What follows belongs to an exercise in optimizing a design on an open flow for small area, a short achievable clock period and few clock cycles per item; a production flow would make more cautious choices.
Where RTL was checked, it was by simulation tests only, not by an equivalence proof against the original.
Power and IR drop assume default switching activity.

JK:
Design conv3x3_stream, start of the top module:
module conv3x3_stream
#(
  parameter int DATA_W     = 8,
  parameter int COEF_W     = 8,
  parameter int NORM_SHIFT = 4
) (
  input  logic                  i_clk,
  input  logic                  i_rst,
  input  logic [9*DATA_W-1:0]   i_pixel_data,
  input  logic                  i_pixel_data_valid,
  input  logic                  i_pixel_data_last,
  output logic                  o_pixel_data_ready,
  output logic [DATA_W-1:0]     o_convolved_data,
  output logic                  o_convolved_data_valid,
  output logic                  o_convolved_data_last,
  output logic                  o_convolved_sat,
  input  logic                  i_out_ready,
  input  logic                  i_coef_we,
  input  logic [3:0]            i_coef_addr,
  input  logic [COEF_W-1:0]     i_coef_data,
  input  logic                  i_coef_commit,
  output logic                  o_cfg_pending
);
  localparam int CAP = 6;    
  localparam int NQ  = 5;    
  localparam int CW  = 3;    
  localparam int PW  = 3;    
  logic        acc;
  logic [71:0] kq;
  logic [3:0] vq;    
  logic [3:0] lq;    
  logic [175:0] st1_q;
  logic [49:0] st2_q;
  logic [31:0] st3_q;
  logic [12:0] st4_q;
  logic pp1;
  logic pp2;
  logic pp3;
  logic pp4;
  logic pp5;
  logic pp6;
  logic pp7;
  logic pp8;
  logic pp9;
  logic pp10;
  logic pp11;
  logic pp12;
  logic pp13;
  logic pp14;
  logic pp15;
  logic pp16;
  logic pp17;
  logic pp18;
  logic pp19;
  logic pp20;
  logic pp21;
  logic pp22;
  logic pp23;
  logic pp24;
  logic pp25;
  ...
Size in the first run: about 2200 cells after synthesis, about 500 flip-flops, ~100 I/O pins.
clock: 5.0 ns
lec_check: 0
cap_margin: 20
core_margin: 2
core_utilization: 55
cts_cluster_diameter: 100
cts_cluster_size: 30
setup_slack_margin: 2.4
slew_margin: 20
synth_hierarchical: 1
run.sh (not shown) runs the stock make flow with config.mk's settings and CLKGATE_MAP_FILE= SYNTH_SCRIPT=/design/flow/synth_recipe.tcl, a recipe that flattens the netlist after the stock synthesis.
Changes in MS relative to JK:
- clearing CTS_CLUSTER_DIAMETER, which used to be 100
- swapping 55 for 40 in CORE_UTILIZATION
- clearing CTS_CLUSTER_SIZE, which used to be 30
[summary]
MS | stages: all done | timing, DRC, antenna: all pass. Non-clock buffer count (higher): MS. Compared with JK, in MS global-route wire length before repair has increased; logic gate share of total power has decreased.
No functional check of the RTL was part of any run of this note.

========
the reference run:
Another version of the RTL of conv3x3_stream (not shown whole).
Size: about 520 flip-flops, roughly 100 I/O pins.
export LEC_CHECK = 0
export ABC_CLOCK_PERIOD_IN_PS = 2500
export CAP_MARGIN = 20
export CORE_MARGIN = 2
export CORE_UTILIZATION = 40
export SLEW_MARGIN = 20
export SYNTH_HIERARCHICAL = 1
create_clock -name core_clock -period 5.0 [get_ports {i_clk}]
The reference run ran to completion and came out clean on the timing, DRC and antenna checks.
For the trial run, these inputs were changed with respect to the reference run:
# the reference run
export LEC_CHECK = 0
export ABC_CLOCK_PERIOD_IN_PS = 2500
export CAP_MARGIN = 20
export CORE_MARGIN = 2
export CORE_UTILIZATION = 40
export SLEW_MARGIN = 20
export SYNTH_HIERARCHICAL = 1
create_clock -name core_clock -period 5.0 [get_ports {i_clk}]
# the trial run
export LEC_CHECK = 0
export CAP_MARGIN = 20
export CORE_MARGIN = 2
export CORE_UTILIZATION = 40
export SLEW_MARGIN = 20
export SYNTH_HIERARCHICAL = 1
create_clock -name core_clock -period 5.0 [get_ports {i_clk}]
## What came out
The trial run vs. the reference run: total number of clock tree sinks held, max-capacitance violation count comparable, final area now sits at about the same level. Synthesized flop and latch total: the trial run vs the reference run identical. Reported for the reference run and the trial run, layout-stage area growth over the synthesis result turned out identical to the last digit.
Function was not checked in any run of this note: the RTL went through the layout flow alone.

========
Another version of the RTL of conv3x3_stream (not shown whole).
Size: ~2200 cells after synthesis, ~500 flip-flops, about 0.028 mm2 of cells after synthesis.
// conv3x3_stream
module conv3x3_stream
#(
  parameter int DATA_W     = 8,
  parameter int COEF_W     = 8,
  parameter int NORM_SHIFT = 4
) (
  input  logic                  i_clk,
  input  logic                  i_rst,
  input  logic [9*DATA_W-1:0]   i_pixel_data,
  input  logic                  i_pixel_data_valid,
  input  logic                  i_pixel_data_last,
  output logic                  o_pixel_data_ready,
  output logic [DATA_W-1:0]     o_convolved_data,
  output logic                  o_convolved_data_valid,
  output logic                  o_convolved_data_last,
  output logic                  o_convolved_sat,
  input  logic                  i_out_ready,
  input  logic                  i_coef_we,
  input  logic [3:0]            i_coef_addr,
  input  logic [COEF_W-1:0]     i_coef_data,
  input  logic                  i_coef_commit,
  output logic                  o_cfg_pending
);
clock: 5.0 ns
lec_check: 0
cap_margin: 20
core_margin: 2
core_utilization: 65
cts_cluster_diameter: 90
cts_cluster_size: 26
setup_slack_margin: 2.5
slew_margin: 20
synth_hierarchical: 1
Testbench counts at the start, summed over its fixed seeds: cycles 4,136, items 4,096.
Change:
--- a/flow/config.mk
+++ b/flow/config.mk
@@ -8 +8 @@
-export CAP_MARGIN = 20
+export CAP_MARGIN = 10
@@ -14 +14 @@
-export SLEW_MARGIN = 20
+export SLEW_MARGIN = 10
Effect: Design area stays flat; worst setup slack does not change; wire length stays flat; area after synthesis is unchanged; register-to-register slack is about the same; synthesized cell count is unchanged.
Change:
--- a/flow/config.mk
+++ b/flow/config.mk
@@ -8 +8 @@
-export CAP_MARGIN = 10
+export CAP_MARGIN = 20
@@ -10,3 +10,4 @@
-export CORE_UTILIZATION = 65
-export CTS_CLUSTER_DIAMETER = 90
-export CTS_CLUSTER_SIZE = 26
+export CORE_UTILIZATION = 75
+export CTS_CLUSTER_DIAMETER = 80
+export CTS_CLUSTER_SIZE = 22
+export PLACE_DENSITY = 0.8
@@ -14 +15 @@
-export SLEW_MARGIN = 10
+export SLEW_MARGIN = 20
The changed run passed the timing, DRC and antenna checks.
Clock skew barely changes.
Worst hold slack stays flat.
Flip-flop and latch count does not change.
Setup slack gets worse by 0.084 ns.
Sequential share of layout area is about the same.

========
conv3x3_stream again, from the RTL that the note above started with.
clock: 5.0 ns
lec_check: 0
cap_margin: 20
core_margin: 2
core_utilization: 55
cts_cluster_diameter: 80
cts_cluster_size: 22
setup_slack_margin: 2.5
slew_margin: 20
synth_hierarchical: 1
The baseline produced a clean layout.
Testbench counts at the start, summed over its fixed seeds: cycles 4,136, items 4,096.
Next try:
Settings changed: ABC_AREA set to 1, CORE_UTILIZATION 55 to 65.
Outcome: Count of clock-buffer cells in the layout grows by 1; total power goes down by about 1.1%; global-route usage climbs by 5.4 points; setup slack gets better by 0.021 ns; design area went up by 0.70%; final cell count increases by 5.4%; routed wire length is about the same.

========
xenon:
conv3x3_stream again, from the RTL that the note above started with.
clock: 5.0 ns
lec_check: 0
cap_margin: 20
core_margin: 2
core_utilization: 65
cts_cluster_diameter: 90
cts_cluster_size: 26
gpl_routability_driven: 0
setup_slack_margin: 2.5
slew_margin: 20
synth_hierarchical: 1
Testbench counts of xenon, summed over its fixed seeds: cycles 4,136, items 4,096.
### xenon -> ember
- changing CTS_CLUSTER_DIAMETER from 90 to 80
- removing GPL_ROUTABILITY_DRIVEN (formerly 0)
- changing CTS_CLUSTER_SIZE from 26 to 22
==> run notes <==
- No stage failed in ember, and the final checks on the layout all came back clean.
- In ember, the proportion of power drawn by the clock network came out 0.3 points above the value in xenon.
- Summary of ember over xenon: transition time of the tightest slew-check pin now larger, total routed wirelength now larger, shortest clock period the worst path allows after layout now larger, setup slack after placement now smaller, power in the clock group now larger.
- Delta (ember minus xenon): sequential share of cell area neither gained nor lost much, arrival time of data at the critical path endpoint rose 0.05 ns, total clock buffers created by CTS has increased.
- Wire length of the first global-routing pass, ember vs xenon: up slightly
- The cell area after placement of ember and that of xenon are within noise of each other.
Input-level comparison between harbor and ember:
- swapping 2.5 for 2.62 in SETUP_SLACK_MARGIN
Results
On fraction of met3 tracks used by global routing: between ember and harbor, it ends up lower for harbor.
Against ember as the reference, harbor delivers a higher cell count.
Diff ember -> harbor | wire length of the first global-routing pass | up slightly
ember has lower post-detailed-routing wire length than harbor.
When harbor is measured against ember, its power per cell area turns out about 0.3% lower.
The area growth from synthesis to layout in harbor sits 2.8 points above the value recorded for ember.
Reported for ember and harbor, compound-cell area share of the yosys netlist turned out identical to the last digit.
For harbor, the beginning of the critical path was st1_q[151], unlike ember, where it was st1_q[108].
Comparing ember and harbor, the lower met2 track demand over resource in global routing is on ember.
Flip-flop and latch power of ember is on par with harbor.
The inputs of sierra differ from those of harbor as listed below.
- swapping 2.62 for 2.4 in SETUP_SLACK_MARGIN
- swapping 22 for 26 in CTS_CLUSTER_SIZE
- swapping 80 for 90 in CTS_CLUSTER_DIAMETER
==> run notes <==
The run showing the greater combinational group share of total power is harbor. Looking at area used by sequential logic in the layout, sierra sits about 0.4% below harbor. Worst-case setup margin in the final layout in sierra is 0.093 ns below harbor. | wire length | lower: sierra |.

[static timing again, ports no longer ideal]
The results above use ideal ports. As a check the final layouts listed here were re-extracted and re-timed, cells and wires unchanged.
Step 1, drivers: a clkbuf_16 drives i_clk and a buf_2 each remaining input, both assumed.
Step 2 adds t to the input delays and takes it off the output delays; t is the mean of the earliest and latest rising clock arrival at the registers after step 1. Input paths then give back, and output paths get back, about the clock's delay inside the block.
Slacks: ideal / step 1 / step 2; pairs: ideal / step 1.
| run | t (ns) | slack for setup (ns) | worst setup path after step 2 | cell pins on the clock port's net |
|---|---|---|---|---|
| JK | 0.653 | 2.381 / 2.417 / 1.764 | input to register | 1 |
| MS | 0.669 | 2.340 / 2.368 / 1.707 | input to register | 1 |
| the reference run | 0.700 | 1.171 / 1.171 / 1.171 | register to register | 1 |
| the trial run | 0.700 | 1.171 / 1.171 / 1.171 | register to register | 1 |
| the first run of note 3 | 0.639 | 2.471 / 2.471 / 1.868 | input to register | 1 |
| the second run of note 3 | 0.639 | 2.471 / 2.471 / 1.868 | input to register | 1 |
| the third run of note 3 | 0.645 | 2.388 / 2.388 / 1.830 | input to register | 1 |
| the first run of note 4 | 0.664 | 2.453 / 2.453 / 1.860 | input to register | 1 |
| the second run of note 4 | 0.663 | 2.473 / 2.465 / 1.801 | input to register | 1 |
| xenon | 0.631 | 2.496 / 2.496 / 1.867 | input to register | 1 |
| ember | 0.659 | 2.471 / 2.471 / 1.843 | input to register | 1 |
| harbor | 0.657 | 2.468 / 2.468 / 1.892 | input to register | 1 |
| sierra | 0.651 | 2.375 / 2.399 / 1.762 | input to register | 1 |
After both steps setup and hold are still met in every run listed. The setup slack of the second run of note 4, which loses most, moves by -0.008 ns with the drivers and by -0.672 ns with both steps.
